From an optimization exercise on the open Yosys and OpenROAD flow, aimed at small area, a short achievable clock period and few clock cycles per item; shortcuts taken in it are not production practice. At most, simulation tests tie the RTL to the original design; equivalence was not proved. Function not checked in run 6: the RTL went through the layout flow alone. Power figures rest on the tool's default switching activity, not on a simulated workload.

==> flow/design.v <==
package ppmd_pkg;
   localparam int unsigned TS_W     = 24;
   localparam int unsigned WIDTH_W  = 16;
   localparam int unsigned THR_W    = 16;
   localparam int unsigned COUNT_W  = 4;
   localparam int unsigned CHAN_W   = 3;
   localparam int unsigned FRAME_W  = 32;
   localparam int unsigned RESYNC_W = 16;
   localparam int unsigned CSR_INDEX_W = 2;
   localparam int unsigned CSR_DATA_W  = 24;
   localparam logic [TS_W-1:0]    PERIOD_RESET    = 24'hFF_FFFF;
   localparam logic [THR_W-1:0]   THRESHOLD_RESET = 16'd3000;
   localparam logic [COUNT_W-1:0] COUNT_RESET     = 4'd7;
   localparam logic [1:0] CSR_TIMER_PERIOD    = 2'd0;
   localparam logic [1:0] CSR_FRAME_THRESHOLD = 2'd1;
   localparam logic [1:0] CSR_CHANNEL_COUNT   = 2'd2;
endpackage
module ppmd_div (
   input  logic [19:0] x,
   output logic [15:0] q,
   output logic        big
);
   function automatic logic [4:0] res5(input logic [3:0] d);
      res5[0] = d == 4'd0 || d == 4'd5 || d == 4'd10 || d == 4'd15;
      res5[1] = d == 4'd1 || d == 4'd6 || d == 4'd11;
      res5[2] = d == 4'd2 || d == 4'd7 || d == 4'd12;
      res5[3] = d == 4'd3 || d == 4'd8 || d == 4'd13;
      res5[4] = d == 4'd4 || d == 4'd9 || d == 4'd14;
   endfunction
   function automatic logic [4:0] add5(input logic [4:0] a, input logic [4:0] b);
      add5[0] = (a[0] && b[0]) || (a[1] && b[4]) || (a[2] && b[3]) || (a[3] && b[2]) || (a[4] && b[1]);
      add5[1] = (a[0] && b[1]) || (a[1] && b[0]) || (a[2] && b[4]) || (a[3] && b[3]) || (a[4] && b[2]);
      add5[2] = (a[0] && b[2]) || (a[1] && b[1]) || (a[2] && b[0]) || (a[3] && b[4]) || (a[4] && b[3]);
      add5[3] = (a[0] && b[3]) || (a[1] && b[2]) || (a[2] && b[1]) || (a[3] && b[0]) || (a[4] && b[4]);
      add5[4] = (a[0] && b[4]) || (a[1] && b[3]) || (a[2] && b[2]) || (a[3] && b[1]) || (a[4] && b[0]);
   endfunction
   function automatic logic [3:0] qdig(input logic [4:0] r, input logic [3:0] d);
      logic [3:0] c0, c1, c2, c3, c4;
      c0[0] = d == 4'd5 || d == 4'd6 || d == 4'd7 || d == 4'd8 || d == 4'd9 || d == 4'd15;
      c0[1] = d == 4'd10 || d == 4'd11 || d == 4'd12 || d == 4'd13 || d == 4'd14 || d == 4'd15;
      c0[2] = 1'b0;
      c0[3] = 1'b0;
      c1[0] = d == 4'd0 || d == 4'd1 || d == 4'd2 || d == 4'd3 || d == 4'd9 || d == 4'd10 || d == 4'd11 || d == 4'd12 || d == 4'd13;
      c1[1] = d == 4'd0 || d == 4'd1 || d == 4'd2 || d == 4'd3 || d == 4'd14 || d == 4'd15;
      c1[2] = d == 4'd4 || d == 4'd5 || d == 4'd6 || d == 4'd7 || d == 4'd8 || d == 4'd9 || d == 4'd10 || d == 4'd11 || d == 4'd12 || d == 4'd13 || d == 4'd14 || d == 4'd15;
      c1[3] = 1'b0;
      c2[0] = d == 4'd3 || d == 4'd4 || d == 4'd5 || d == 4'd6 || d == 4'd7 || d == 4'd13 || d == 4'd14 || d == 4'd15;
      c2[1] = d == 4'd0 || d == 4'd1 || d == 4'd2 || d == 4'd3 || d == 4'd4 || d == 4'd5 || d == 4'd6 || d == 4'd7;
      c2[2] = d == 4'd0 || d == 4'd1 || d == 4'd2 || d == 4'd3 || d == 4'd4 || d == 4'd5 || d == 4'd6 || d == 4'd7;
      c2[3] = d == 4'd8 || d == 4'd9 || d == 4'd10 || d == 4'd11 || d == 4'd12 || d == 4'd13 || d == 4'd14 || d == 4'd15;
      c3[0] = d == 4'd0 || d == 4'd1 || d == 4'd7 || d == 4'd8 || d == 4'd9 || d == 4'd10 || d == 4'd11;
      c3[1] = d == 4'd2 || d == 4'd3 || d == 4'd4 || d == 4'd5 || d == 4'd6 || d == 4'd7 || d == 4'd8 || d == 4'd9 || d == 4'd10 || d == 4'd11;
      c3[2] = d == 4'd12 || d == 4'd13 || d == 4'd14 || d == 4'd15;
      c3[3] = d == 4'd0 || d == 4'd1 || d == 4'd2 || d == 4'd3 || d == 4'd4 || d == 4'd5 || d == 4'd6 || d == 4'd7 || d == 4'd8 || d == 4'd9 || d == 4'd10 || d == 4'd11 || d == 4'd12 || d == 4'd13 || d == 4'd14 || d == 4'd15;
      c4[0] = d == 4'd1 || d == 4'd2 || d == 4'd3 || d == 4'd4 || d == 4'd5 || d == 4'd11 || d == 4'd12 || d == 4'd13 || d == 4'd14 || d == 4'd15;
      c4[1] = d == 4'd6 || d == 4'd7 || d == 4'd8 || d == 4'd9 || d == 4'd10 || d == 4'd11 || d == 4'd12 || d == 4'd13 || d == 4'd14 || d == 4'd15;
      c4[2] = d == 4'd0 || d == 4'd1 || d == 4'd2 || d == 4'd3 || d == 4'd4 || d == 4'd5 || d == 4'd6 || d == 4'd7 || d == 4'd8 || d == 4'd9 || d == 4'd10 || d == 4'd11 || d == 4'd12 || d == 4'd13 || d == 4'd14 || d == 4'd15;
      c4[3] = d == 4'd0 || d == 4'd1 || d == 4'd2 || d == 4'd3 || d == 4'd4 || d == 4'd5 || d == 4'd6 || d == 4'd7 || d == 4'd8 || d == 4'd9 || d == 4'd10 || d == 4'd11 || d == 4'd12 || d == 4'd13 || d == 4'd14 || d == 4'd15;
      qdig = ({4{r[0]}} & c0) | ({4{r[1]}} & c1) | ({4{r[2]}} & c2) |
             ({4{r[3]}} & c3) | ({4{r[4]}} & c4);
   endfunction
   logic [4:0] r4, r3, r2, r1, m21;
   always_comb begin
      big = (x[19:16] >= 4'd5);
      for (int k = 0; k < 5; k++) begin
         r4[k] = (x[19:16] == 4'(k));
      end
      r3  = add5(r4, res5(x[15:12]));
      m21 = add5(res5(x[11:8]), res5(x[7:4]));
      r2  = add5(r3, res5(x[11:8]));
      r1  = add5(r3, m21);
      q   = {qdig(r4, x[15:12]), qdig(r3, x[11:8]), qdig(r2, x[7:4]), qdig(r1, x[3:0])};
   end
endmodule
import ppmd_pkg::*;
module ppm_pulse_train_decoder_top #(
   parameter int unsigned MAX_CHANNELS  = 8,
   parameter int unsigned CYCLES_PER_US = 80
) (
   input  logic                                 clock,
   input  logic                                 reset,
   input  logic                                 req_valid,
   output logic                                 req_ready,
   input  logic                                 req_edge_rising,
   input  logic [ppmd_pkg::TS_W-1:0]            req_timestamp,
   output logic                                 rsp_valid,
   input  logic                                 rsp_ready,
   output logic [ppmd_pkg::CHAN_W-1:0]          rsp_channel,
   output logic [ppmd_pkg::WIDTH_W-1:0]         rsp_width_us,
   output logic [ppmd_pkg::FRAME_W-1:0]         rsp_frame_number,
   output logic [ppmd_pkg::RESYNC_W-1:0]        rsp_resync_total,
   output logic                                 rsp_last,
   input  logic                                 csr_valid,
   output logic                                 csr_ready,
   input  logic [ppmd_pkg::CSR_INDEX_W-1:0]     csr_index,
   input  logic [ppmd_pkg::CSR_DATA_W-1:0]      csr_wdata
);
   logic [TS_W-1:0]     period_ff;
   logic [19:0]         thr5_ff;
   logic                thr_max_ff;
   logic                thr_raw_ff;      
   logic [COUNT_W-1:0]  count_ff;
   logic [3:0]          n_chan;
   logic                v1_ff;
   logic [TS_W-1:0]     rise_ff, fall_ff;
   logic                v2_ff, slip1_ff, sat_ff;
   logic [19:0]         x_ff;
   logic                rv_ff;           
   logic                hunt_ff;         
   logic                gap_ff;          
   logic [3:0]          chan_ff;
   logic [FRAME_W-1:0]  frame_ff;
   logic [RESYNC_W-1:0] resync_ff;
   logic [WIDTH_W-1:0]  store_ff [8];
   logic                emit_ff, last_ff;
   logic [2:0]          eidx_ff;
   logic                ready_ff;
   assign n_chan    = (count_ff > 4'd8) ? 4'd8 : count_ff;
   assign csr_ready = 1'b1;
   assign req_ready = ready_ff;
   logic            cr, cf, sn, ln;
   logic [TS_W:0]   d0;
   function automatic logic wrap_neg(input logic [TS_W-1:0] t, input logic [TS_W-1:0] p,
                                     input logic [TS_W-1:0] ref_t);
      logic [TS_W+1:0] a, b, c, s, cy;
      logic [TS_W+2:0] v;
      a  = {2'b0, t};
      b  = {2'b0, p};
      c  = ~{2'b0, ref_t};
      s  = a ^ b ^ c;
      cy = {(a[TS_W:0] & b[TS_W:0]) | (a[TS_W:0] & c[TS_W:0]) | (b[TS_W:0] & c[TS_W:0]), 1'b0};
      v  = {s, 1'b1} + {cy, 1'b1};
      wrap_neg = v[TS_W+2];
   endfunction
   always_comb begin
      cr = (req_timestamp < rise_ff);
      cf = (req_timestamp < fall_ff);
      sn = wrap_neg(req_timestamp, period_ff, rise_ff);
      ln = wrap_neg(req_timestamp, period_ff, fall_ff);
      d0 = {1'b0, fall_ff} - {1'b0, rise_ff};
   end
   logic            cr1_ff, cf1_ff, sn1_ff, ln1_ff;
   logic [TS_W:0]   d01_ff;
   logic [TS_W:0]   off, diff;
   logic            sub;
   logic            slip1_in, sat_in;
   always_comb begin
      sub = !cr1_ff && cf1_ff;
      if (cr1_ff && !cf1_ff) off = {1'b0, period_ff};
      else if (sub)          off = ~{1'b0, period_ff};
      else                   off = '0;
      diff = d01_ff + off + {{TS_W{1'b0}}, sub};
      sat_in   = sn1_ff && !ln1_ff;
      slip1_in = (!sn1_ff && ln1_ff) || (!(sn1_ff ^ ln1_ff) && diff[TS_W]);
   end
   logic [15:0] dq;
   logic        dbig;
   logic [15:0] w;
   logic        above;
   logic [3:0]  widx, nidx;
   logic        measured, lslip, slip, complete, store_we, clash, hold;
   ppmd_div u_div (
      .x   (x_ff),
      .q   (dq),
      .big (dbig)
   );
   always_comb begin
      w        = (sat_ff || dbig) ? 16'hFFFF : dq;
      above    = !thr_max_ff && (sat_ff || (x_ff >= thr5_ff));
      widx     = gap_ff ? 4'd0 : chan_ff;
      measured = v2_ff && rv_ff && !slip1_ff;
      if (above) begin
         lslip = (widx != n_chan);
         nidx  = 4'd0;
      end else begin
         lslip = (widx >= n_chan);
         nidx  = widx + 4'd1;
      end
      slip     = v2_ff && rv_ff && (slip1_ff || (!hunt_ff && lslip));
      complete = measured && !hunt_ff && !lslip && (nidx == n_chan);
      store_we = measured && !hunt_ff && !widx[3];
      clash    = emit_ff && store_we && (widx < n_chan) && (widx[2:0] >= eidx_ff);
      hold     = clash || (emit_ff && (slip || complete));
   end
   logic accept, v1_in, v2_in, emit_in;
   logic [19:0] thr5_a, thr5_b, thr5_s, thr5_c, thr5_in;
   always_comb begin
      thr5_a  = {thr5_ff[17:0], 2'b0};
      thr5_b  = thr5_ff;
      thr5_s  = thr5_a ^ thr5_b ^ 20'd5;
      thr5_c  = {(thr5_a[18:0] & thr5_b[18:0]) | (thr5_a[18:0] & 19'd5) |
                 (thr5_b[18:0] & 19'd5), 1'b0};
      thr5_in = thr5_s + thr5_c;
   end
   always_comb begin
      accept  = req_valid && ready_ff;
      v1_in   = (accept && req_edge_rising) || (v1_ff && hold);
      v2_in   = hold || v1_ff;
      emit_in = emit_ff ? !(rsp_ready && last_ff) : (complete && !hold && (n_chan != 4'd0));
   end
   always_ff @(posedge clock) begin
      if (reset) begin
         period_ff  <= PERIOD_RESET;
         thr5_ff    <= 20'(5 * (32'(THRESHOLD_RESET) + 1));
         thr_raw_ff <= 1'b0;
         thr_max_ff <= 1'b0;
         count_ff   <= COUNT_RESET;
         v1_ff      <= 1'b0;
         v2_ff      <= 1'b0;
         rv_ff      <= 1'b0;
         hunt_ff    <= 1'b1;
         gap_ff     <= 1'b0;
         chan_ff    <= '0;
         frame_ff   <= '0;
         resync_ff  <= '0;
         emit_ff    <= 1'b0;
         eidx_ff    <= '0;
         last_ff    <= 1'b0;
         ready_ff   <= 1'b1;
      end else begin
         thr_raw_ff <= csr_valid && (csr_index == CSR_FRAME_THRESHOLD);
         if (thr_raw_ff) begin
            thr5_ff <= thr5_in;
         end
         if (csr_valid) begin
            case (csr_index)
               CSR_TIMER_PERIOD: period_ff <= csr_wdata[TS_W-1:0];
               CSR_FRAME_THRESHOLD: begin
                  thr5_ff    <= {4'b0, csr_wdata[15:0]};
                  thr_max_ff <= &csr_wdata[15:0];
               end
               CSR_CHANNEL_COUNT: count_ff <= csr_wdata[COUNT_W-1:0];
               default: ;
            endcase
         end
         v1_ff <= v1_in;
         v2_ff <= v2_in;
         if (v2_ff && !hold) begin
            if (!rv_ff) begin
               rv_ff <= 1'b1;
            end else if (slip) begin
               rv_ff <= 1'b0;
            end
            if (rv_ff && !slip1_ff) begin
               if (hunt_ff) begin
                  if (above) begin
                     hunt_ff <= 1'b0;
                     gap_ff  <= 1'b1;
                  end
               end else begin
                  gap_ff  <= 1'b0;
                  chan_ff <= lslip ? widx : nidx;
               end
            end
         end
         if (slip && !hold) begin
            resync_ff <= resync_ff + RESYNC_W'(1);
         end
         if (complete && !hold) begin
            frame_ff <= frame_ff + FRAME_W'(1);
         end
         emit_ff <= emit_in;
         if (!emit_ff) begin
            eidx_ff <= '0;
            last_ff <= (n_chan == 4'd1);
         end else if (rsp_ready) begin
            eidx_ff <= eidx_ff + 3'd1;
            last_ff <= ({1'b0, eidx_ff} + 4'd2 == n_chan);
         end
         ready_ff <= !(v1_in && v2_in && emit_in);
      end
   end
   always_ff @(posedge clock) begin
      if (accept && !req_edge_rising) begin
         fall_ff <= req_timestamp;
      end
      if (accept && req_edge_rising) begin
         rise_ff <= req_timestamp;
         cr1_ff  <= cr;
         cf1_ff  <= cf;
         sn1_ff  <= sn;
         ln1_ff  <= ln;
         d01_ff  <= d0;
      end
      if (v1_ff && !hold) begin
         x_ff     <= diff[23:4];
         slip1_ff <= slip1_in;
         sat_ff   <= sat_in;
      end
      if (store_we && !clash) begin
         store_ff[widx[2:0]] <= w;
      end
   end
   assign rsp_valid        = emit_ff;
   assign rsp_channel      = eidx_ff;
   assign rsp_width_us     = store_ff[eidx_ff];
   assign rsp_frame_number = frame_ff;
   assign rsp_resync_total = resync_ff;
   assign rsp_last         = last_ff;
endmodule
==> flow/run.sh <==
#!/bin/bash
# synth_recipe.tcl (not shown) runs the flow's synth.tcl, then flattens the netlist and writes it again
# the make line also repeats each setting of config.mk as NAME=value (left out here)
make -C /OpenROAD-flow-scripts/flow DESIGN_CONFIG=/design/flow/config.mk WORK_HOME=/design/flow/orfs CLKGATE_MAP_FILE= SYNTH_SCRIPT=/design/flow/synth_recipe.tcl finish
==> flow/config.mk <==
export PLATFORM = sky130hd
export DESIGN_NAME = ppm_pulse_train_decoder_top
export DESIGN_NICKNAME = ppm_pulse_train_decoder_top
export VERILOG_FILES = /design/flow/design.v
export SDC_FILE = /design/flow/constraint.sdc
export NUM_CORES = 4
export LEC_CHECK = 0
export CAP_MARGIN = 20
export CORE_MARGIN = 2
export CORE_UTILIZATION = 40
export SETUP_SLACK_MARGIN = 4.0
export SLEW_MARGIN = 20
==> flow/constraint.sdc <==
create_clock -name core_clock -period 8.0 [get_ports {clock}]
set_input_delay 1.6000 -clock core_clock [delete_from_list [all_inputs] [get_ports {clock}]]
set_output_delay 1.6000 -clock core_clock [all_outputs]
set_load 0.01 [all_outputs]
==> notes.md, run 1 <==
wire per inst 17.4 um; Final Instance Area 26,700 um^2; Die Area 58,500 um^2; Main synth FF type edfxtp_1; family with the most delay on the worst path multiplexers; worst-path fanout max 10; wirelength, routed 55,200 um; IO Pins 127; Setup TNS Final 0 ns; H-tree depth 2; DR iter-0 viols 1,014; CTS Sinks 343; Initial Utilization 0.403; Seq/Total Area, Yosys 0.404; Port Buffers 125; worst hold slack 0.502 ns; fmax 0.254 GHz; dpl cell area 24,600 um^2; Die W 242 um; post-layout util 0.475; worst clock skew 0.0193 ns; PwrDens 171 nW/um^2; largest net degree at the start of global routing 77; Final ANT Viol Nets 0; gpl congestion 0.869; Tot GR Track Use 0.186; Clock transition at path regs 0.06 ns; Final nets 2,695; Hold Violations, Final 0; vias 17,300; actual slew at the worst max-slew pin 1.03 ns; final setup vio count 0; fin. max-slew vios 0; Peak supply drop 0.000173 V; gate count of the mapped netlist 2,242; status timing/DRC/antenna clean; P&R area growth vs syn 17.7%; crit end category primary output; CP bufs+invs 4; # Max-Cap Violations 0; CP required 6.40 ns; n_diodes 0; CTS tree built; slowest cell delay on critical path 0.49 ns; vias in the first global route 17,400; Rel. slew slack 0.315; Critical Setup Path Class reg -> out; clk latency of the worst-skew pair 0.57 ns; drt first pass iters 7; number of synthesized flops with an enable pin 227; slowest stage cell, crit path mux4_2; CORE AREA 56,200 um^2; crit share post-route 0.493; standard-cell rows 87; initial antenna violation count 0; clock root cell clkbuf_16; Critical Path Start Type flop; Clock Tree Buf Depth 3; vias per cell 5.47; DRC 0; FFs w/ async S/R, synth 0; #FFs+latches synth 343; most frequent cells in the layout 241 x inv_1, 227 x edfxtp_1, 209 x ha_1, 160 x nand2_1, 134 x nor2_1; CP cell instances buf_12 -> buf_16 -> buf_12 -> mux4_2 -> mux2_2 -> dlygate4sd2_1; Post-Syn Nets 2,556; Top cell by count, worst path buf_12; syn_area_per_cell 10.1 um^2; cts bufs inserted 41; first-pass GRT wire length 89,500 um; WP data arrival 2.34 ns; RSZ-0062 raised after global routing true; synthesized area 22,600 um^2; post-detail-place hpwl 39,300 um; Overflow after GRT 0; leakage 10.6 nW; share of layout cells above drive strength 1 0.0991; Ys Warns 2; Die Ht 242 um; most common cell after layout, fill and taps aside inv_1; Min-Delay Path Class reg -> reg; synth unique cells 96; final critical path time including I/O delays and setup 3.94 ns
[tightest hold or removal path: stages, from the launching register on]
cell and delay, ns:
dfxtp_1 0.31, o211ai_1 0.08, o31ai_1 0.07
[area by class of cell]
cell class                      instances  area, um^2
Clock buffer                           58        1170
Clock inverter                         15         113
Multi-Input combinational cell       1560       12500
Sequential cell                       343        9150
Tap cell                              756         946
Timing Repair Buffer                  189        1850
Inverter                              246         923
Fill cell                            5256       29500
[synthesized netlist by cell type (22+ instances only)]
| cell type | n | share of area |
|---|---|---|
| a21o_1 | 43 | 0.014 |
| nand2_1 | 161 | 0.027 |
| ha_1 | 209 | 0.12 |
| a21oi_1 | 119 | 0.026 |
| o211ai_1 | 42 | 0.014 |
| edfxtp_1 | 227 | 0.30 |
| nand2b_1 | 23 | 0.0064 |
| nor2_1 | 136 | 0.023 |
| mux4_2 | 32 | 0.032 |
| nand4_1 | 37 | 0.010 |
| inv_1 | 243 | 0.040 |
| xnor2_1 | 48 | 0.019 |
| nor3_1 | 40 | 0.0088 |
| o21a_1 | 31 | 0.010 |
| or3_1 | 28 | 0.0077 |
| nand3_1 | 55 | 0.012 |
| xor2_1 | 45 | 0.017 |
| nor2b_1 | 24 | 0.0066 |
| clkbuf_1 | 76 | 0.013 |
| and3_1 | 22 | 0.0061 |
| fa_1 | 49 | 0.043 |
| dfxtp_1 | 116 | 0.10 |
| o21ai_0 | 113 | 0.025 |
[power by group]
part | switching [mW] | internal [mW]
Clock | 0.738 | 1.06
Combinational | 0.450 | 0.332
Sequential | 0.0420 | 1.94
[kinds of logic after synthesis]
logic type | count (synthesis) | share of synthesized area
buf+inv | 341 | 0.0574
simple gates | 619 | 0.141
other cells | 1 | 0.000166
fa+ha+maj | 260 | 0.160
xor+xnor | 93 | 0.0360
compound gates | 517 | 0.153
mux | 68 | 0.0490
flops | 343 | 0.404
[metrics by stage]
step	setup WS, ns	cells	total power [mW]
after floorplan	4.00	2242	2.56
after global placement	2.62	3044	2.74
after detailed placement	2.62	3044	2.76
after CTS	3.84	3154	4.60
after global routing	3.92	3167	4.79
final	4.06	3167	4.56
[flip-flops by register name (all words and copies together), names as in the netlist, 3 cells and up, named ones only]
signal,flops
d01_ff,25
count_ff,4
chan_ff,4
frame_ff,32
period_ff,24
fall_ff,24
rise_ff,24
x_ff,20
eidx_ff,3
resync_ff,16
thr5_ff,20
store_ff,128
[per-layer routing]
metal / routed length [um] / GRT usage / up-vias
met5: 0 / 0 / -
met4: 1400 / 0.0546 / 0
met3: 2060 / 0.0225 / 92
met2: 27200 / 0.329 / 379
met1: 24600 / 0.239 / 8361
li1: - / - / 8489
[path summary, 6_finish.rpt]
path               startpoint         endpoint  slack [ns]  cells after the start
setup reg to reg      x_ff[8]   store_ff[0][0]        4.16                      8
hold / removal    thr5_ff[19]      thr5_ff[19]        0.50                      2
hold reg to reg   thr5_ff[19]      thr5_ff[19]        0.50                      2
setup / recovery         flop  rsp_width_us[9]        4.06                      6
[what timing repair did]
item / CTS / global route
gates resized for setup: 58 / 39
endpoints found under the setup margin: 122 / 105
pin swaps: 6 / 8
hold buffers: 0 / 0
gates cloned: 3 / 1
setup buffers: 34 / 12
Testbench counts, summed over its fixed seeds: cycles 5,896, items 2,560.
==> inputs of run 2 (changes only) <==
==> flow/flow/run.sh (new file) <==
#!/bin/bash
# The standard layout, with plain buf_2 cells as the port buffers instead of
# the delay buffers buffer_ports picks by default. Each tool's full output
# goes to the ORFS step logs under orfs/logs/; make's own output to make.log.
set -euo pipefail
export BUFFER_PORTS_ARGS="-buffer_cell sky130_fd_sc_hd__buf_2"
bash standard.sh > make.log 2>&1
==> flow/standard.sh (new file) <==
#!/bin/bash
# synth_recipe.tcl (not shown) runs the flow's synth.tcl, then flattens the netlist and writes it again
# the make line also repeats each setting of config.mk as NAME=value (left out here)
make -C /OpenROAD-flow-scripts/flow DESIGN_CONFIG=/design/flow/config.mk WORK_HOME=/design/flow/orfs CLKGATE_MAP_FILE= SYNTH_SCRIPT=/design/flow/synth_recipe.tcl "${@:-finish}"
removed: flow/run.sh
==> notes.md, run 2 <==
fmax 0.257 GHz; syn_area_per_cell 10.1 um^2; CP cell instances buf_2 -> inv_1 -> fa_1 -> inv_1 -> ha_1 -> nor2b_1 -> o21a_1 -> o21a_1 -> o21a_1 -> o21a_1 -> o21a_1 -> o21a_1 -> o211ai_1 -> o21a_1; PwrDens 181 nW/um^2; IO Pins 127; sw frac 0.265; Port Buffers 125; synthesized area 22,600 um^2; depth of the worst register-to-register path 13; Tot GR Track Use 0.187; FFs w/ async S/R, synth 0; met2 WL 27,400 um; sequential power share 0.422; CP Launch Point req_timestamp[1]; initial antenna violation count 0; internal cell power 3.46 mW; critical path depth 14; CP required 8.44 ns; crit end category flop; crit path to ln1_ff; Clock Tree Buf Depth 3; Overflow after GRT 0; Final ANT Viol Nets 0; P&R area growth vs syn 14.6%; family with the most delay on the worst path compound AO/OA/AOI/OAI gates; Seq/Total Area, Yosys 0.404; cell taking the most area after synthesis edfxtp_1; vias per cell 5.45; fin. max-slew vios 0; CTS Sinks 343; RSZ-0062 raised after global routing false; vias in the first global route 17,300; share of layout cells above drive strength 1 0.146; number of synthesized flops with an enable pin 227; Top cell by count, worst path o21a_1; gate count of the mapped netlist 2,242; CP bufs+invs 3; most frequent cells after synthesis 243 x inv_1, 227 x edfxtp_1, 209 x ha_1; H-tree depth 2; cts bufs inserted 41; sw power 1.25 mW; Die W 242 um; Final nets 2,688; Largest register FFs 128; fillers 5,328; Rel. slew slack 0.256; clock root cell clkbuf_16; status timing/DRC/antenna clean; drt first pass iters 6; most common cell after layout, fill and taps aside inv_1; worst-path fanout max 5; DR WL met3 1870 um; # Max-Cap Violations 0; Die Area 58,500 um^2; r2r startpoint gap_ff; RR Endpoint chan_ff[2]; final critical path time including I/O delays and setup 3.89 ns; slowest stage cell, crit path fa_1; Main synth FF type edfxtp_1; DRC 0; final setup vio count 0; worst clock skew 0.0256 ns; slowest cell delay on critical path 0.54 ns; clk latency of the worst-skew pair 0.57 ns; Critical Setup Path Class in -> reg; r2r setup slk 4.17 ns; Critical Path Start Type input port; post-detail-place hpwl 39,700 um; max layer used met4; Ys Warns 2; first-pass GRT wire length 89,600 um; Initial Utilization 0.403; Die Ht 242 um; most frequent cells in the layout 243 x inv_1, 227 x edfxtp_1, 209 x ha_1, 161 x nand2_1, 135 x nor2_1; crit share post-route 0.486; Clock transition at path regs 0.06 ns; synth unique cells 96; DR iter-0 viols 996; CTS tree built; Peak supply drop 0.000142 V; wire per inst 17.6 um; post-layout util 0.462; Min-Delay Path Class reg -> reg; leakage 10.6 nW; vias 17,200; WP data arrival 4.33 ns; standard-cell rows 87; Setup TNS Final 0 ns; clock share of power 0.415; actual slew at the worst max-slew pin 1.11 ns; CORE AREA 56,200 um^2; wirelength, routed 55,700 um; gpl congestion 0.868; top cell type's share of synthesized area 0.301; Post-Syn Nets 2,556; largest net degree at the start of global routing 77; n_diodes 0; Hold Violations, Final 0; Area contributors post-synth edfxtp_1 30%, ha_1 12%, dfxtp_1 10%; #FFs+latches synth 343; Combinational Power Share 0.163; M1 WL 25,000 um; most common cell in the netlist inv_1
run 2: cell count changes in the layout (fill, tap and decap cells not counted), sizes merged:
cell / previous run / this run
buf: 65 / 181
clkdlybuf4s50: 92 / 0
dlygate4sd2: 14 / 0
dlymetal6s2s: 11 / 0
clkbuf: 59 / 51
bufinv: 1 / 6
clkdlybuf4s15: 5 / 0
clkinv: 12 / 15
clkinvlp: 0 / 2
bufbuf: 1 / 0
run 2: how the worst min path moves through the flow:
stage / from / endpoint / slack [ns] / depth (start not counted)
floorplan: count_ff[0] / count_ff[0] / 0.45 / 2
detailed placement: frame_ff[31] / frame_ff[31] / 0.47 / 2
CTS: frame_ff[31] / frame_ff[31] / 0.50 / 2
global route: chan_ff[3] / chan_ff[3] / 0.52 / 2
finish: frame_ff[31] / frame_ff[31] / 0.50 / 2
global placement: frame_ff[31] / frame_ff[31] / 0.48 / 2
run 2: area by class of cell:
cell class / instances / area (um^2) / area share
clock buffers: 50 / 1120 / 0.0433
well taps: 756 / 946 / 0.0365
multi-input cells: 1560 / 12500 / 0.480
clock inverters: 25 / 288 / 0.0111
repair buffers: 182 / 1070 / 0.0414
flip-flops and latches: 343 / 9140 / 0.352
inverters: 246 / 923 / 0.0356
run 2: repair_timing:
item                       4_1_cts  5_1_grt
buffers inserted                16       27
cloned                           1        1
resized for setup               17       19
hold buffers                     0        0
setup endpoints to repair      149      109
pin swaps                        5        6
run 2: routing by layer:
layer,track usage,vias up
met5,0,-
met3,0.0230,92
li1,-,8477
met2,0.324,317
met4,0.0619,0
met1,0.241,8342
run 2: worst register-to-register path, stage by stage, from the launching register on:
cell      delay, ns
dfxtp_1        0.39
inv_1          0.12
nand2_1        0.23
inv_1          0.14
ha_1           0.32
nor2b_1        0.14
o211a_1        0.24
or4_1          0.53
nor3_1         0.70
a211oi_2       0.09
buf_4          0.20
buf_4          0.13
nor4b_1        0.13
a311o_1        0.35
run 2: cell families after synthesis:
kind of cell	synth area share
flops	0.404
other cells	0.000166
simple gates	0.141
mux	0.0490
xor+xnor	0.0360
compound gates	0.153
fa+ha+maj	0.160
buf+inv	0.0574
run 2: power by group through the flow:
| stage | clock, mW | sequential [mW] | combinational [mW] |
|---|---|---|---|
| 6_report | 1.95 | 1.99 | 0.769 |
| 5_1_grt | 2.07 | 1.99 | 0.873 |
| 4_1_cts | 2.01 | 1.99 | 0.740 |
| 3_5_place_dp | 0 | 2.04 | 0.717 |
| 3_3_place_gp | 0 | 2.03 | 0.693 |
| 2_1_floorplan | 0 | 2.00 | 0.553 |
run 2: through the flow:
step	setup WS [ns]	instances	area (um^2)	hold WS, ns	total power [mW]
2_1_floorplan	4.00	2242	22600	0.451	2.56
3_5_place_dp	3.01	3042	24000	0.474	2.75
4_1_cts	3.97	3134	25600	0.495	4.74
3_3_place_gp	3.10	3042	24000	0.476	2.73
5_1_grt	3.97	3162	25900	0.516	4.94
6_report	4.11	3162	25900	0.498	4.71
==> inputs of run 3 (changes only) <==
--- a/flow/config.mk
+++ b/flow/config.mk
@@ -10,2 +10,4 @@
 export CORE_UTILIZATION = 40
+export CTS_BUF_LIST = sky130_fd_sc_hd__clkbuf_4
+export CTS_CLUSTER_SIZE = 20
 export SETUP_SLACK_MARGIN = 4.0
==> notes.md, run 3 <==
Critical Path Start Type flop; clock share of power 0.383; Final Instance Area 26,000 um^2; family with the most delay on the worst path multiplexers; IO Pins 127; worst clock skew 0.0849 ns; clk latency of the worst-skew pair 0.87 ns; dpl cell area 24,000 um^2; Setup TNS Final 0 ns; Area contributors post-synth edfxtp_1 30%, ha_1 12%, dfxtp_1 10%; status timing/DRC/antenna clean; internal cell power 3.18 mW; actual slew at the worst max-slew pin 1.14 ns; Die W 242 um; Main synth FF type edfxtp_1; share of layout cells above drive strength 1 0.179; cts bufs inserted 96; syn_area_per_cell 10.1 um^2; Clock transition at path regs 0.06 ns; most common cell in the netlist inv_1; CORE AREA 56,200 um^2; WP data arrival 2.39 ns; largest family of logic cells by synthesized area adder cells; FFs w/ async S/R, synth 0; crit end category primary output; first-pass GRT wire length 91,300 um; most frequent cells in the layout 243 x inv_1, 227 x edfxtp_1, 209 x ha_1, 160 x nand2_1, 145 x clkbuf_4; critical path depth 5; standard-cell rows 87; post-detail-place hpwl 39,700 um; fin. max-slew vios 0; slowest cell delay on critical path 0.51 ns; most common cell after layout, fill and taps aside inv_1; crit share post-route 0.499; synth unique cells 96; cell taking the most area after synthesis edfxtp_1; Die Ht 242 um; Ys Warns 2; Hold Path Stages 2; Combinational Power Share 0.171; sw frac 0.285; Final ANT Viol Nets 0; Post-Syn Nets 2,556; xor/xnor share of the synthesized area 0.0360; CP cell instances buf_6 -> buf_16 -> mux4_2 -> mux2_4 -> buf_6; post-synthesis mux area share 0.0490; Largest register FFs 128; CP bufs+invs 3; Top cell by count, worst path buf_6; CTS tree built; sw power 1.27 mW; fmax 0.251 GHz; Tot GR Track Use 0.191; Initial Utilization 0.403; P&R area growth vs syn 14.9%; vias in the first global route 17,900; slowest stage cell, crit path mux4_2; initial antenna violation count 2; final critical path time including I/O delays and setup 3.99 ns; wire per inst 17.3 um; Tot Pwr 4.45 mW; cts hold-fix bufs 0; H-tree depth 3; leakage 10.7 nW; depth of the worst register-to-register path 11; adder-cell share of the synthesized area 0.160; post-synthesis compound-gate area fraction 0.153; Hold Violations, Final 0; DR iter-0 viols 1,038; Final nets 2,748; Rel. slew slack 0.240; clock root cell clkbuf_4; number of synthesized flops with an enable pin 227; final setup vio count 0; drt first pass iters 6; most frequent cells after synthesis 243 x inv_1, 227 x edfxtp_1, 209 x ha_1; Port Buffers 125; dpl ws 3.01 ns; DRC 0; sequential power share 0.446; largest net degree at the start of global routing 77; Clock Tree Buf Depth 3; Critical Setup Path Class reg -> out; Seq/Total Area, Yosys 0.404; Die Area 58,500 um^2; Peak supply drop 0.000109 V; Setup WS post-layout 4.01 ns; gate count of the mapped netlist 2,242; synthesized area 22,600 um^2; vias 17,700; #FFs+latches synth 343; CTS Sinks 343; worst hold slack 0.478 ns; gpl congestion 0.868; worst-path fanout max 8; PwrDens 171 nW/um^2; # Max-Cap Violations 0; CP required 6.40 ns; RSZ-0062 raised after global routing true; vias per cell 5.41; Simple-Gate Fraction of Synth Area 0.141; wirelength, routed 56,500 um; Overflow after GRT 0; top cell type's share of synthesized area 0.301; Min-Delay Path Class reg -> reg
[run 3: changes by cell type in the layout (fill, tap and decap cells not counted), moves of 5 or more]
cell	before	now
buf_2	126	114
buf_6	1	15
clkbuf_1	5	0
clkbuf_16	43	0
clkbuf_4	0	145
clkinv_1	10	23
mux2_2	18	11
mux2_4	1	8
[run 3: power by group through the flow]
stage          Combinational (mW)  Sequential [mW]  Clock, mW
2_1_floorplan               0.553             2.00          0
3_3_place_gp                0.693             2.03          0
3_5_place_dp                0.717             2.04          0
4_1_cts                     0.744             1.99       1.77
5_1_grt                     0.864             1.99       1.86
6_report                    0.760             1.98       1.71
[run 3: repair_timing]
item / in CTS / in global routing
pin swaps: 3 / 2
setup endpoints to repair: 156 / 113
endpoints found under the hold margin: 0 / 0
resized for setup: 41 / 14
setup buffers: 29 / 16
cloned: 4 / 1
[run 3: cell type report]
| class | count | area, um^2 |
|---|---|---|
| clock inverters | 32 | 218 |
| diodes | 3 | 7.51 |
| multi-input cells | 1560 | 12400 |
| clock buffers | 145 | 1090 |
| inverters | 246 | 923 |
| repair buffers | 187 | 1270 |
| fillers | 5375 | 30100 |
| flip-flops and latches | 343 | 9140 |
| well taps | 756 | 946 |
[run 3: metal layers]
metal | GRT usage | wire length (um)
met1 | 0.238 | 24800
met2 | 0.328 | 27500
met3 | 0.0341 | 2330
met4 | 0.0793 | 1920
met5 | 0 | 0
[run 3: worst reg2reg max path: stages (launching register included)]
cell	delay, ns
dfxtp_1	0.45
clkinv_1	0.30
nand2_1	0.24
ha_1	0.26
nor2b_1	0.14
o211a_1	0.24
or4_1	0.53
nor3_1	0.71
nor2_1	0.12
nand2_1	0.24
nor2_1	0.08
buf_4	0.23
[run 3: final timing paths]
path	end	start	slack (ns)
worst min-delay path	frame_ff[31]	frame_ff[31]	0.48
worst min register to register	frame_ff[31]	frame_ff[31]	0.48
worst max-delay path	rsp_width_us[6]	flop	4.01
worst max register to register	store_ff[7][0]	count_ff[3]	4.13
[run 3: cells by family after synthesis]
family          after synthesis
fa+ha+maj                   260
compound gates              517
flops                       343
mux                          68
xor+xnor                     93
simple gates                619
other cells                   1
buf+inv                     341
[run 3: per-stage QoR]
step                      std cells  utilization
after global placement         3042        0.427
after detailed placement       3042        0.427
after CTS                      3252        0.460
after global routing           3272        0.463
final                          3272        0.463
after floorplan                2242            -
==> inputs of run 4 (changes only) <==
--- a/flow/config.mk
+++ b/flow/config.mk
@@ -10,4 +10,5 @@
 export CORE_UTILIZATION = 40
-export CTS_BUF_LIST = sky130_fd_sc_hd__clkbuf_4
-export CTS_CLUSTER_SIZE = 20
+export CTS_BUF_LIST = sky130_fd_sc_hd__clkbuf_8
+export CTS_CLUSTER_DIAMETER = 60
+export CTS_CLUSTER_SIZE = 16
 export SETUP_SLACK_MARGIN = 4.0
==> notes.md, run 4 <==
status timing/DRC/antenna clean; WP data arrival 4.42 ns; Main synth FF type edfxtp_1; fillers 5,378; DR iter-0 viols 1,019; slowest cell delay on critical path 0.55 ns; Die W 242 um; n_diodes 0; # Max-Cap Violations 0; CTS tree built; Peak supply drop 0.000138 V; RSZ-0062 raised after global routing false; standard-cell rows 87; clk latency of the worst-skew pair 0.62 ns; drt first pass iters 6; synth unique cells 96; wirelength, routed 55,200 um; wire per inst 17.5 um; Final nets 2,682; crit share post-route 0.491; Final ANT Viol Nets 0; most common cell in the netlist inv_1; Largest register FFs 128; Hold Path Origin frame_ff[31]; FFs w/ async S/R, synth 0; actual slew at the worst max-slew pin 1.10 ns; Post-Syn Nets 2,556; leakage 10.3 nW; Tot GR Track Use 0.185; Hold Violations, Final 0; Clock Tree Buf Depth 3; initial antenna violation count 0; Setup TNS Final 0 ns; Overflow after GRT 0; cts bufs inserted 37; IO Pins 127; Tot Pwr 4.06 mW; Seq/Total Area, Yosys 0.404; Min-Delay Path Class reg -> reg; number of synthesized flops with an enable pin 227; PwrDens 160 nW/um^2; first-pass GRT wire length 89,000 um; largest net degree at the start of global routing 77; CP required 8.49 ns; Clock transition at path regs 0.10 ns; Critical Path Start Type input port; fmax 0.255 GHz; most frequent cells after synthesis 243 x inv_1, 227 x edfxtp_1, 209 x ha_1; cell taking the most area after synthesis edfxtp_1; Rel. slew slack 0.264; H-tree depth 2; synthesized area 22,600 um^2; Die Area 58,500 um^2; slowest stage cell, crit path fa_1; final critical path time including I/O delays and setup 3.93 ns; Area contributors post-synth edfxtp_1 30%, ha_1 12%, dfxtp_1 10%; r2r startpoint count_ff[3]; Critical Setup Path Class in -> reg; Ys Warns 2; most frequent cells in the layout 247 x inv_1, 227 x edfxtp_1, 209 x ha_1, 160 x nand2_1, 135 x nor2_1; CP Launch Point req_timestamp[19]; CP cell instances buf_2 -> inv_1 -> fa_1 -> inv_1 -> ha_1 -> a2111oi_1 -> o2111a_1 -> nor2_1 -> a2111oi_1 -> o21a_1; gpl congestion 0.868; #FFs+latches synth 343; share of layout cells above drive strength 1 0.146; worst clock skew 0.0362 ns; vias per cell 5.46; clock root cell clkbuf_8; fin. max-slew vios 0; cts hold-fix bufs 0; post-layout util 0.452; most common cell after layout, fill and taps aside inv_1; vias 17,200; P&R area growth vs syn 12.2%; post-detail-place hpwl 39,700 um; Initial Utilization 0.403; CTS Sinks 343; worst-path fanout max 5; CORE AREA 56,200 um^2; Die Ht 242 um; syn_area_per_cell 10.1 um^2; final setup vio count 0; gate count of the mapped netlist 2,242; crit end category flop; DRC 0; vias in the first global route 17,200; Port Buffers 125; top cell type's share of synthesized area 0.301
==> run 4: cell count changes in the layout (fill, tap and decap cells not counted), sizes merged <==
cell      change
clkinvlp      +2
diode         -3
inv           +8
clkbuf      -105
clkinv       -15
buf           -7
==> run 4: worst paths after layout <==
path,end,slack [ns],depth (start not counted)
setup / recovery,ln1_ff,4.07,10
hold / removal,frame_ff[31],0.49,2
setup reg to reg,chan_ff[2],4.17,12
hold reg to reg,frame_ff[31],0.49,2
==> run 4: cell families (layout without fill, tap and decap cells) <==
kind of cell	Yosys count	count (layout)	share of synthesized area
muxes	68	68	0.0490
and+or+nand+nor	619	621	0.141
AOI/OAI and AO/OA	517	517	0.153
DFF	343	343	0.404
buffers and inverters	341	493	0.0574
xor gates and xnor gates	93	93	0.0360
adders and majority gates	260	260	0.160
other	1	1	0.000166
==> run 4: report_power, final <==
part           internal, mW  switching, mW  total, mW
clock                 0.599          0.713       1.31
sequential             1.94         0.0410       1.98
combinational         0.317          0.449      0.767
==> run 4: area by class of cell <==
| cell class | instances | area, um^2 | area share |
|---|---|---|---|
| multi-input cells | 1560 | 12500 | 0.490 |
| flip-flops and latches | 343 | 9140 | 0.360 |
| repair buffers | 180 | 1090 | 0.0430 |
| well taps | 756 | 946 | 0.0372 |
| inverters | 246 | 923 | 0.0363 |
| clock buffers | 40 | 551 | 0.0217 |
| clock inverters | 27 | 298 | 0.0117 |
==> run 4: what timing repair did <==
action	CTS	global route
setup buffers	22	19
setup endpoints to repair	144	101
gates cloned	1	1
pin swaps	4	6
gates resized for setup	18	20
==> run 4: critical path: cells and delay by family <==
kind	cells	cell delay, ns
AND/OR/NAND/NOR	1	0.07
adder cells (fa/ha/maj)	2	0.87
AO/OA/AOI/OAI	4	1.58
buffers and inverters	3	0.29
==> run 4: per-stage QoR <==
| step | hold WS, ns | cell area, um^2 | std cells | worst slack [ns] |
|---|---|---|---|---|
| CTS | 0.490 | 25100 | 3132 | 3.98 |
| floorplan | 0.451 | 22600 | 2242 | 4.00 |
| detailed placement | 0.474 | 24000 | 3042 | 3.01 |
| global route | 0.509 | 25400 | 3152 | 3.95 |
| global placement | 0.476 | 24000 | 3042 | 3.10 |
| finish | 0.486 | 25400 | 3152 | 4.07 |
==> run 4: metal layers <==
metal,vias up,GRT usage,part of all wire
met5,-,0,0
met4,0,0.0612,0.027
met3,95,0.0236,0.036
met2,344,0.322,0.49
met1,8328,0.239,0.45
li1,8455,-,-
==> inputs of run 5 (changes only) <==
--- a/flow/config.mk
+++ b/flow/config.mk
@@ -10,5 +10,5 @@
 export CORE_UTILIZATION = 40
-export CTS_BUF_LIST = sky130_fd_sc_hd__clkbuf_8
-export CTS_CLUSTER_DIAMETER = 60
-export CTS_CLUSTER_SIZE = 16
+export CTS_BUF_LIST = sky130_fd_sc_hd__clkbuf_16
+export CTS_CLUSTER_DIAMETER = 100
+export CTS_CLUSTER_SIZE = 30
 export SETUP_SLACK_MARGIN = 4.0
==> notes.md, run 5 <==
Clock Tree Buf Depth 3; standard-cell rows 87; worst-path fanout max 5; vias in the first global route 17,200; Min-Delay Path Class reg -> reg; FFs w/ async S/R, synth 0; r2r setup slk 4.12 ns; P&R area growth vs syn 11.5%; CTS Sinks 343; syn_area_per_cell 10.1 um^2; dpl cells 3,042; Hold Path End frame_ff[31]; Largest register FFs 128; top cell type's share of synthesized area 0.301; Tot Pwr 3.92 mW; most common cell in the netlist inv_1; most frequent cells after synthesis 243 x inv_1, 227 x edfxtp_1, 209 x ha_1; clk latency of the worst-skew pair 0.56 ns; Seq/Total Area, Yosys 0.404; Setup TNS Final 0 ns; Critical Path Start Type input port; Hold Violations, Final 0; depth of the worst register-to-register path 12; Tot GR Track Use 0.184; Critical Setup Path Class in -> reg; Main synth FF type edfxtp_1; Port Buffers 125; gpl congestion 0.868; dpl ws 3.01 ns; H-tree depth 1; # Max-Cap Violations 0; number of synthesized flops with an enable pin 227; first-pass GRT wire length 88,900 um; Ys Warns 2; M1 WL 24,800 um; gate count of the mapped netlist 2,242; Overflow after GRT 0; vias 17,200; IO Pins 127; met2 WL 27,100 um; cell taking the most area after synthesis edfxtp_1; wirelength, routed 55,100 um; Clock transition at path regs 0.11 ns; n_diodes 0; share of layout cells above drive strength 1 0.137; Post-Syn Nets 2,556; RR Endpoint chan_ff[2]; actual slew at the worst max-slew pin 1.12 ns; worst clock skew 0.0420 ns; max layer used met4; Die Area 58,500 um^2; vias per cell 5.50; CORE AREA 56,200 um^2; Peak supply drop 0.000132 V; DRC 0; Post-Layout Cell Count 3,123; Initial Utilization 0.403; #FFs+latches synth 343; drt first pass iters 6; PwrDens 155 nW/um^2; r2r startpoint count_ff[3]; Die W 242 um; status timing/DRC/antenna clean; area occupied by multi-input gates 12,500 um^2; Setup WS post-layout 4.02 ns; Die Ht 242 um; DR iter-0 viols 1,108; Final nets 2,670; fillers 5,364; fmax 0.251 GHz; CTS tree built; final setup vio count 0; Final ANT Viol Nets 0; clock root cell clkbuf_16; crit end category flop; Hold Path Stages 2; cts bufs inserted 19; RSZ-0062 raised after global routing true; cts hold-fix bufs 0; most common cell after layout, fill and taps aside inv_1; WP data arrival 4.42 ns; register area 9140 um^2; most frequent cells in the layout 243 x inv_1, 227 x edfxtp_1, 209 x ha_1, 160 x nand2_1, 135 x nor2_1; largest net degree at the start of global routing 77; DR WL met3 1740 um; post-detail-place hpwl 39,700 um; wire per inst 17.7 um; fin. max-slew vios 0; CP required 8.43 ns; crit share post-route 0.498; initial antenna violation count 0; synth unique cells 96; leakage 10.2 nW; Area contributors post-synth edfxtp_1 30%, ha_1 12%, dfxtp_1 10%; final critical path time including I/O delays and setup 3.98 ns; Hold Path Origin frame_ff[31]; synthesized area 22,600 um^2; Rel. slew slack 0.250; post-layout util 0.450
-- run 5: cells by family (layout without fill, tap and decap cells) --
family	after synthesis	after routing	synth area share
mux	68	68	0.0490
buf+inv	341	463	0.0574
xor+xnor	93	93	0.0360
compound gates	517	517	0.153
other cells	1	1	0.000166
fa+ha+maj	260	260	0.160
flops	343	343	0.404
simple gates	619	622	0.141
-- run 5: stage by stage --
stage | instance area (um^2) | hold WS (ns)
2_1_floorplan | 22600 | 0.451
3_3_place_gp | 24000 | 0.476
3_5_place_dp | 24000 | 0.474
4_1_cts | 25000 | 0.490
5_1_grt | 25300 | 0.510
6_report | 25300 | 0.488
-- run 5: repair_timing --
action,in CTS,in global routing
gates resized for setup,15,26
setup endpoints to repair,159,115
setup buffers,30,16
gates cloned,1,2
pin swaps,5,10
-- run 5: worst max-delay path by stage --
stage | start | to | cells after the start
global placement | x_ff[14] | frame_ff[31] | 10
detailed placement | x_ff[14] | frame_ff[31] | 10
finish | req_timestamp[19] | ln1_ff | 10
floorplan | req_timestamp[10] | sn1_ff | 13
global route | count_ff[3] | chan_ff[0] | 12
CTS | cf1_ff | slip1_ff | 14
-- run 5: cell type report --
type	instances	area share
multi-input cells	1561	0.494
repair buffers	185	0.0439
clock inverters	13	0.00733
well taps	756	0.0375
inverters	246	0.0366
clock buffers	19	0.0188
flip-flops and latches	343	0.362
-- run 5: power breakdown --
group	internal (mW)	leakage [nW]	switching [mW]	total, mW
Sequential	1.94	2.98	0.0396	1.98
Combinational	0.319	6.90	0.453	0.773
Clock	0.508	0.317	0.654	1.16
Total	2.77	10.2	1.15	3.92
-- run 5: layer usage --
layer / vias up / global-route usage
met5: - / 0
met4: 0 / 0.0523
li1: 8415 / -
met2: 356 / 0.322
met1: 8301 / 0.241
met3: 90 / 0.0179
-- run 5: worst max-delay path, cell delays in order --
cell and delay (ns):
buf_2 0.13, inv_1 0.09, fa_1 0.55, inv_1 0.05, ha_1 0.33, a2111oi_1 0.53, o2111a_1 0.32, nor2_1 0.07
a2111oi_1 0.53, o21a_1 0.21
==> inputs of run 6 (changes only) <==
--- a/flow/design.v
+++ b/flow/design.v
@@ -105,3 +105,3 @@
    logic [TS_W-1:0]     rise_ff, fall_ff;
-   logic                v2_ff, slip1_ff, sat_ff;
+   logic                v2_ff, slip1_ff, sat_ff, ge_ff;
    logic [19:0]         x_ff;
@@ -115,2 +115,3 @@
    logic                emit_ff, last_ff;
+   logic [WIDTH_W-1:0]  width_ff;        
    logic [2:0]          eidx_ff;
@@ -144,2 +145,5 @@
    logic [TS_W:0]   off, diff;
+   logic [TS_W+1:0] ga, gb, gc, gs, gy;
+   logic [TS_W+2:0] gv;
+   logic            ge_in;
    logic            sub;
@@ -154,2 +158,9 @@
       slip1_in = (!sn1_ff && ln1_ff) || (!(sn1_ff ^ ln1_ff) && diff[TS_W]);
+      ga = {d01_ff[TS_W], d01_ff};
+      gb = {off[TS_W], off};
+      gc = ~{2'b0, thr5_ff, 4'b0};
+      gs = ga ^ gb ^ gc;
+      gy = {(ga[TS_W:0] & gb[TS_W:0]) | (ga[TS_W:0] & gc[TS_W:0]) | (gb[TS_W:0] & gc[TS_W:0]), sub};
+      gv = {gs, 1'b1} + {gy, 1'b1};
+      ge_in = !gv[TS_W+2];
    end
@@ -168,3 +179,3 @@
       w        = (sat_ff || dbig) ? 16'hFFFF : dq;
-      above    = !thr_max_ff && (sat_ff || (x_ff >= thr5_ff));
+      above    = !thr_max_ff && (sat_ff || ge_ff);
       widx     = gap_ff ? 4'd0 : chan_ff;
@@ -288,2 +299,8 @@
          sat_ff   <= sat_in;
+         ge_ff    <= ge_in;
+      end
+      if (!emit_ff) begin
+         width_ff <= (n_chan == 4'd1) ? w : store_ff[0];
+      end else if (rsp_ready) begin
+         width_ff <= store_ff[eidx_ff + 3'd1];
       end
@@ -295,3 +312,3 @@
    assign rsp_channel      = eidx_ff;
-   assign rsp_width_us     = store_ff[eidx_ff];
+   assign rsp_width_us     = width_ff;
    assign rsp_frame_number = frame_ff;
==> flow/run.sh (new file) <==
#!/bin/bash
# synth_recipe.tcl (not shown) runs the flow's synth.tcl, then flattens the netlist and writes it again
# the make line also repeats each setting of config.mk as NAME=value (left out here)
make -C /OpenROAD-flow-scripts/flow DESIGN_CONFIG=/design/flow/config.mk WORK_HOME=/design/flow/orfs CLKGATE_MAP_FILE= SYNTH_SCRIPT=/design/flow/synth_recipe.tcl finish
--- a/flow/config.mk
+++ b/flow/config.mk
@@ -10,6 +10,3 @@
 export CORE_UTILIZATION = 40
-export CTS_BUF_LIST = sky130_fd_sc_hd__clkbuf_16
-export CTS_CLUSTER_DIAMETER = 100
-export CTS_CLUSTER_SIZE = 30
-export SETUP_SLACK_MARGIN = 4.0
+export SETUP_SLACK_MARGIN = 4.5
 export SLEW_MARGIN = 20
removed: flow/flow/run.sh
removed: flow/standard.sh
==> notes.md, run 6 <==
fillers 5,382; Hold Path Origin frame_ff[18]; CP required 8.38 ns; synthesized area 24,100 um^2; slowest stage cell, crit path fa_1; gpl congestion 0.879; actual slew at the worst max-slew pin 0.824 ns; wirelength, routed 65,200 um; synth unique cells 81; RSZ-0062 raised after global routing true; CP bufs+invs 3; dpl ws 2.88 ns; most frequent cells after synthesis 275 x inv_1, 244 x edfxtp_1, 218 x ha_1; vias in the first global route 19,100; sw frac 0.280; clk latency of the worst-skew pair 0.57 ns; dpl cell area 26,200 um^2; DR WL met3 2570 um; first-pass GRT wire length 103,000 um; Combinational Power Share 0.211; number of synthesized flops with an enable pin 244; WP data arrival 4.09 ns; Final nets 2,981; top cell type's share of synthesized area 0.304; internal cell power 3.68 mW; sequential power share 0.405; family with the most delay on the worst path compound AO/OA/AOI/OAI gates; largest net degree at the start of global routing 71; IO Pins 127; syn_area_per_cell 10.1 um^2; clock root cell clkbuf_16; most frequent cells in the layout 264 x inv_1, 244 x edfxtp_1, 210 x ha_1, 195 x nor2_1, 150 x buf_4; Seq/Total Area, Yosys 0.398; final setup vio count 0; cts bufs inserted 42; Overflow after GRT 0; most common cell after layout, fill and taps aside inv_1; worst-path fanout max 2; # Max-Cap Violations 0; Rel. slew slack 0.445; CP Launch Point req_timestamp[1]; leakage 12.2 nW; Main synth FF type edfxtp_1; wire per inst 18.9 um; initial antenna violation count 0; Die W 249 um; DRC 0; Critical Path Start Type input port; max layer used met4; Final ANT Viol Nets 0; vias 18,900; Setup TNS Final 0 ns; status timing/DRC/antenna clean; fmax 0.269 GHz; Final Instance Area 29,900 um^2; Min-Delay Path Class reg -> reg; #FFs+latches synth 357; Clock Tree Buf Depth 3; H-tree depth 2; Setup WS post-layout 4.29 ns; standard-cell rows 89; post-detail-place hpwl 44,700 um; share of layout cells above drive strength 1 0.184; CP cell instances buf_12 -> inv_12 -> fa_1 -> inv_2 -> ha_4 -> nor2b_2 -> o21a_1 -> o21a_1 -> o21a_1 -> o21a_1 -> o21ai_1 -> nand2b_1 -> a21oi_2 -> o2111ai_2 -> a2111oi_2; M1 WL 28,800 um; Die Ht 249 um; Largest register FFs 128; drt first pass iters 8; cell taking the most area after synthesis edfxtp_1; Hold Violations, Final 0; most common cell in the netlist inv_1; Area contributors post-synth edfxtp_1 30%, ha_1 11%, dfxtp_1 9.4%; cts hold-fix bufs 0; CTS tree built; Critical Setup Path Class in -> reg; sw power 1.43 mW; PwrDens 171 nW/um^2; P&R area growth vs syn 24.2%; Peak supply drop 0.000153 V; final critical path time including I/O delays and setup 3.71 ns; r2r startpoint cf1_ff; worst clock skew 0.0182 ns; CTS Sinks 357; vias per cell 5.48; Die Area 62,200 um^2; Top cell by count, worst path o21a_1; Initial Utilization 0.406; fin. max-slew vios 0; crit share post-route 0.464; n_diodes 0; DR iter-0 viols 1,264; met2 WL 32,000 um; Post-Syn Nets 2,724; clock share of power 0.384; post-layout util 0.504; Port Buffers 125; crit end category flop; Tot Pwr 5.12 mW; Tot GR Track Use 0.207; Ys Warns 2; Clock transition at path regs 0.05 ns; slowest cell delay on critical path 0.48 ns; CORE AREA 59,400 um^2; gate count of the mapped netlist 2,381; FFs w/ async S/R, synth 0
==> run 6: logic make-up after synthesis <==
logic type / after synthesis / synth area share
compound gates: 521 / 0.145
xor+xnor: 113 / 0.0414
fa+ha+maj: 289 / 0.171
buf+inv: 366 / 0.0586
flops: 357 / 0.398
mux: 77 / 0.0493
other cells: 1 / 0.000156
simple gates: 657 / 0.136
==> run 6: final cells by class <==
class,count,area [um^2],area share
Clock buffer,60,1200,0.0400
Sequential cell,357,9590,0.320
Clock inverter,17,206,0.00690
Tap cell,773,967,0.0323
Timing Repair Buffer,303,2750,0.0918
Multi-Input combinational cell,1659,14200,0.474
Inverter,275,1050,0.0350
==> run 6: routing by layer <==
layer,up-vias,global-route usage
met5,-,0
met4,0,0.0602
met3,101,0.0263
met2,457,0.362
met1,9243,0.267
li1,9081,-
==> run 6: worst min-delay path: stages, from the launching register on <==
cell and delay [ns]:
dfxtp_1 0.33, nand2_1 0.06, a21oi_1 0.05
==> run 6: path summary, 6_finish.rpt <==
kind              slack (ns)  cells past startpoint            to
setup / recovery        4.29                     15        sn1_ff
hold / removal          0.50                      2  frame_ff[18]
setup reg to reg        4.29                     18      x_ff[18]
hold reg to reg         0.50                      2  frame_ff[18]
==> run 6: metrics by stage <==
stage / hold WS, ns / cells
final: 0.497 / 3444
after global routing: 0.541 / 3444
after CTS: 0.500 / 3403
after detailed placement: 0.483 / 3212
after global placement: 0.474 / 3212
after floorplan: 0.459 / 2381
==> run 6: repair_timing <==
item | in CTS | in global routing
endpoints found under the setup margin | 170 | 126
gates cloned | 4 | 1
resized for setup | 170 | 148
setup buffers | 110 | 40
pin swaps | 65 | 86
endpoints found under the hold margin | 0 | 0
==> run 6: power by group through the flow <==
stage / Combinational [mW] / Sequential, mW / Clock (mW)
after floorplan: 0.639 / 2.09 / 0
after global placement: 0.843 / 2.13 / 0
after detailed placement: 0.863 / 2.13 / 0
after CTS: 0.985 / 2.07 / 2.02
after global routing: 1.20 / 2.08 / 2.08
final: 1.08 / 2.07 / 1.96
==> inputs of run 7 (changes only) <==
--- a/flow/design.v
+++ b/flow/design.v
@@ -105,3 +105,3 @@
    logic [TS_W-1:0]     rise_ff, fall_ff;
-   logic                v2_ff, slip1_ff, sat_ff, ge_ff;
+   logic                v2_ff, slip1_ff, sat_ff;
    logic [19:0]         x_ff;
@@ -115,3 +115,2 @@
    logic                emit_ff, last_ff;
-   logic [WIDTH_W-1:0]  width_ff;        
    logic [2:0]          eidx_ff;
@@ -145,5 +144,2 @@
    logic [TS_W:0]   off, diff;
-   logic [TS_W+1:0] ga, gb, gc, gs, gy;
-   logic [TS_W+2:0] gv;
-   logic            ge_in;
    logic            sub;
@@ -158,9 +154,2 @@
       slip1_in = (!sn1_ff && ln1_ff) || (!(sn1_ff ^ ln1_ff) && diff[TS_W]);
-      ga = {d01_ff[TS_W], d01_ff};
-      gb = {off[TS_W], off};
-      gc = ~{2'b0, thr5_ff, 4'b0};
-      gs = ga ^ gb ^ gc;
-      gy = {(ga[TS_W:0] & gb[TS_W:0]) | (ga[TS_W:0] & gc[TS_W:0]) | (gb[TS_W:0] & gc[TS_W:0]), sub};
-      gv = {gs, 1'b1} + {gy, 1'b1};
-      ge_in = !gv[TS_W+2];
    end
@@ -179,3 +168,3 @@
       w        = (sat_ff || dbig) ? 16'hFFFF : dq;
-      above    = !thr_max_ff && (sat_ff || ge_ff);
+      above    = !thr_max_ff && (sat_ff || (x_ff >= thr5_ff));
       widx     = gap_ff ? 4'd0 : chan_ff;
@@ -299,8 +288,2 @@
          sat_ff   <= sat_in;
-         ge_ff    <= ge_in;
-      end
-      if (!emit_ff) begin
-         width_ff <= (n_chan == 4'd1) ? w : store_ff[0];
-      end else if (rsp_ready) begin
-         width_ff <= store_ff[eidx_ff + 3'd1];
       end
@@ -312,3 +295,3 @@
    assign rsp_channel      = eidx_ff;
-   assign rsp_width_us     = width_ff;
+   assign rsp_width_us     = store_ff[eidx_ff];
    assign rsp_frame_number = frame_ff;
==> flow/flow/run.sh (new file) <==
#!/bin/bash
# The standard layout with two changes, both after the standard synthesis:
#  - the combinational cells of the standard synthesis's netlist are mapped
#    again by ABC with a delay-aware script (flow/remap.abc); the flip-flops,
#    their names and cells, are kept as they are (read as black boxes);
#  - plain buf_2 cells as the port buffers instead of delay buffers.
# Logs: make_synth.log and make.log (make), remap.log (yosys), and the ORFS
# step logs under orfs/logs/.
set -euo pipefail
export BUFFER_PORTS_ARGS="-buffer_cell sky130_fd_sc_hd__buf_2"
PLAT=$FLOW_HOME/platforms/sky130hd
LIB=$PLAT/lib/sky130_fd_sc_hd__tt_025C_1v80.lib
RES=orfs/results/sky130hd/ppm_pulse_train_decoder_top/base
LOGS=orfs/logs/sky130hd/ppm_pulse_train_decoder_top/base

bash standard.sh synth > make_synth.log 2>&1

python3 flow/split_lib.py "$LIB" comb.lib seq.lib
DONT_USE=$(grep -o -- "-dont_use [A-Za-z0-9_]*" $LOGS/1_2_yosys.log | sort -u | tr '\n' ' ')
cp $RES/1_2_yosys.v 1_2_yosys_standard.v
cat > remap.ys <<EOS
read_liberty -lib seq.lib
read_liberty -ignore_miss_func comb.lib
read_verilog -noblackbox 1_2_yosys_standard.v
hierarchy -top $FLOW_TOP
flatten
opt_clean
abc -liberty $LIB $DONT_USE -script flow/remap.abc
opt_clean -purge
hilomap -singleton -hicell sky130_fd_sc_hd__conb_1 HI -locell sky130_fd_sc_hd__conb_1 LO
splitnets
opt_clean -purge
insbuf -buf sky130_fd_sc_hd__buf_4 A X
rename -hide w:*.*
check
stat -liberty $LIB
write_verilog -noattr -noexpr -nohex -nodec $RES/1_2_yosys.v
EOS
yosys -s remap.ys > remap.log 2>&1
rm -f $RES/1_synth.odb $RES/1_synth.sdc

bash standard.sh > make.log 2>&1
==> flow/flow/remap.abc (new file) <==
&get -n; &st; &dch; &nf -D 2800 -R 1000; &put; buffer; upsize; dnsize
==> flow/flow/split_lib.py (new file) <==
#!/usr/bin/env python3
"""Splits a Liberty file in two: the cells without state (comb) and those with
a ff, latch or statetable group (seq)."""
import re
import sys

src, comb_out, seq_out = sys.argv[1:4]
lib = open(src).read()
start = lib.index("cell (")
head = lib[:start]
comb, seq = [], []
i = start
while True:
    j = lib.find("cell (", i)
    if j < 0:
        break
    k = lib.index("{", j)
    depth, p = 1, k + 1
    while depth:
        c = lib[p]
        if c == "{":
            depth += 1
        elif c == "}":
            depth -= 1
        p += 1
    cell = lib[j:p]
    (seq if re.search(r"\n\s*(ff|latch|statetable)\s*\(", cell) else comb).append(cell)
    i = p
open(comb_out, "w").write(head + "\n".join(comb) + "\n}\n")
open(seq_out, "w").write(head + "\n".join(seq) + "\n}\n")
==> flow/standard.sh (new file) <==
#!/bin/bash
# synth_recipe.tcl (not shown) runs the flow's synth.tcl, then flattens the netlist and writes it again
# the make line also repeats each setting of config.mk as NAME=value (left out here)
make -C /OpenROAD-flow-scripts/flow DESIGN_CONFIG=/design/flow/config.mk WORK_HOME=/design/flow/orfs CLKGATE_MAP_FILE= SYNTH_SCRIPT=/design/flow/synth_recipe.tcl "${@:-finish}"
--- a/flow/config.mk
+++ b/flow/config.mk
@@ -10,3 +10,6 @@
 export CORE_UTILIZATION = 40
-export SETUP_SLACK_MARGIN = 4.5
+export CTS_BUF_LIST = sky130_fd_sc_hd__clkbuf_8
+export CTS_CLUSTER_DIAMETER = 60
+export CTS_CLUSTER_SIZE = 16
+export SETUP_SLACK_MARGIN = 4.0
 export SLEW_MARGIN = 20
removed: flow/run.sh
==> notes.md, run 7 <==
final critical path time including I/O delays and setup 3.89 ns; Port Buffers 125; Final nets 2,353; wirelength, routed 50,800 um; Clock Tree Buf Depth 3; # Max-Cap Violations 0; wire per inst 17.0 um; area occupied by multi-input gates 10,700 um^2; Tot GR Track Use 0.187; fmax 0.257 GHz; Die Ht 228 um; final setup vio count 0; Min-Delay Path Class reg -> reg; first-pass GRT wire length 80,100 um; CP required 8.53 ns; Clock transition at path regs 0.09 ns; gate count of the mapped netlist 2,129; worst-path fanout max 6; syn_area_per_cell 9.47 um^2; clock root cell clkbuf_8; PwrDens 171 nW/um^2; most common cell after layout, fill and taps aside nor2_1; vias per cell 5.50; register area 9160 um^2; CTS tree built; RSZ-0062 raised after global routing true; r2r startpoint x_ff[8]; Largest register FFs 128; Peak supply drop 0.000157 V; fillers 4,753; Post-Syn Nets 2,185; DR iter-0 viols 1,185; vias 16,500; vias in the first global route 15,500; crit end category flop; Critical Path Start Type flop; Critical Setup Path Class reg -> reg; Die Area 52,200 um^2; post-detail-place hpwl 36,000 um; worst clock skew 0.0306 ns; n_diodes 0; Hold Path Origin frame_ff[31]; Initial Utilization 0.403; Die W 228 um; crit share post-route 0.487; H-tree depth 2; synthesized area 20,200 um^2; DRC 0; Hold Violations, Final 0; largest net degree at the start of global routing 78; leakage 8.27 nW; share of layout cells above drive strength 1 0.191; Ys Warns 2; initial antenna violation count 1; Rel. slew slack 0.309; status timing/DRC/antenna clean; Tot Pwr 3.92 mW; actual slew at the worst max-slew pin 1.03 ns; standard-cell rows 82; CTS Sinks 343; Setup TNS Final 0 ns; cts bufs inserted 35; Final ANT Viol Nets 0; CP Launch Point x_ff[8]; fin. max-slew vios 0; most frequent cells in the layout 253 x nor2_1, 227 x edfxtp_1, 221 x nand2_1, 171 x a21oi_1, 126 x buf_2; gpl congestion 0.960; P&R area growth vs syn 14.0%; WP data arrival 4.43 ns; drt first pass iters 6; clk latency of the worst-skew pair 0.62 ns; CORE AREA 50,000 um^2; Overflow after GRT 0; IO Pins 127
run 7: where the power goes:
part           internal [mW]  total (mW)  switching (mW)
combinational          0.292       0.716           0.424
clock                  0.514        1.20           0.684
sequential              1.95        2.01          0.0587
run 7: area by class of cell:
type | count | area share
Sequential cell | 343 | 0.399
Tap cell | 672 | 0.0366
Clock inverter | 25 | 0.0113
Multi-Input combinational cell | 1641 | 0.467
Inverter | 74 | 0.0122
Timing Repair Buffer | 202 | 0.0535
Clock buffer | 35 | 0.0210
run 7: metal layers:
layer  track usage  vias to the layer above  wire (um)
li1              -                     8085          -
met1         0.240                     7881      22300
met2         0.318                      398      24500
met3        0.0258                      104       2060
met4        0.0776                        2       1860
met5             0                        -         13
run 7: critical path: stages (launching register included):
cell	delay (ns)
edfxtp_1	0.41
inv_1	0.10
o22ai_1	0.14
a222oi_1	0.38
a211oi_2	0.10
a31oi_2	0.26
a31oi_4	0.15
or4_4	0.58
o21ai_2	0.16
nand4_2	0.13
nor2_2	0.16
and2_4	0.16
and3_4	0.21
nand3_4	0.15
nor3_4	0.26
and3_4	0.23
nor2_1	0.04
a211oi_1	0.20
run 7: repair_timing:
item	in CTS	in global routing
hold buffers	0	0
endpoints found under the setup margin	154	139
cloned	1	1
gates resized for setup	34	69
setup buffers	24	33
pin swaps	8	38
run 7: per-stage QoR:
step / utilization / std cells / cell area [um^2] / hold slack [ns] / worst slack (ns)
floorplan: - / 2129 / 20200 / 0.428 / 4.01
global placement: 0.428 / 2873 / 21400 / 0.448 / 3.42
detailed placement: 0.428 / 2873 / 21400 / 0.452 / 3.29
CTS: 0.450 / 2958 / 22500 / 0.471 / 3.93
global route: 0.460 / 2992 / 23000 / 0.520 / 3.88
finish: 0.460 / 2992 / 23000 / 0.471 / 4.11
run 7: path summary, 6_finish.rpt:
check	end	slack [ns]	cells past startpoint
max reg2reg	frame_ff[27]	4.11	17
min	frame_ff[31]	0.47	1
max	frame_ff[27]	4.11	17
min reg2reg	frame_ff[31]	0.47	1
Testbench counts of run 7, summed over its fixed seeds: cycles 5,896, items 2,560.

-- static timing again, ports no longer ideal --
Ports are ideal in the flow. The routed layouts listed here were re-timed in OpenROAD. Step 1 (the two cells are an assumption about what drives the block):
set clk [get_ports {clock}]
set_driving_cell -lib_cell sky130_fd_sc_hd__clkbuf_16 $clk
set_driving_cell -lib_cell sky130_fd_sc_hd__buf_2 [delete_from_list [all_inputs] $clk]
Step 2, shift: input delay + t, output delay - t, t = (earliest + latest rising clock arrival at the registers) / 2. This alone moves slack from input paths to output paths. a / b / c = ideal / step 1 / step 2; a / b = the first two.
run	t, ns	setup WS [ns]	hold WS [ns]	worst setup path after step 2	worst register clock-pin slew, ns
run 1	0.623	4.056 / 3.995 / 3.522	0.502 / 0.502 / 0.502	input to register	0.06 / 0.06
run 2	0.616	4.111 / 4.072 / 3.518	0.498 / 0.498 / 0.498	input to register	0.07 / 0.07
run 3	0.890	4.011 / 3.957 / 3.269	0.478 / 0.478 / 0.478	input to register	0.08 / 0.08
run 4	0.660	4.073 / 4.109 / 3.449	0.486 / 0.486 / 0.486	input to register	0.10 / 0.10
run 5	0.596	4.017 / 4.054 / 3.458	0.488 / 0.488 / 0.488	input to register	0.11 / 0.11
run 6	0.623	4.286 / 4.281 / 3.658	0.497 / 0.497 / 0.497	input to register	0.07 / 0.07
run 7	0.656	4.108 / 4.108 / 3.511	0.471 / 0.471 / 0.471	input to register	0.10 / 0.10
After both steps every run listed still meets setup and hold. The setup slack of run 3, which loses most, moves by -0.054 ns with the drivers and by -0.742 ns with both steps.
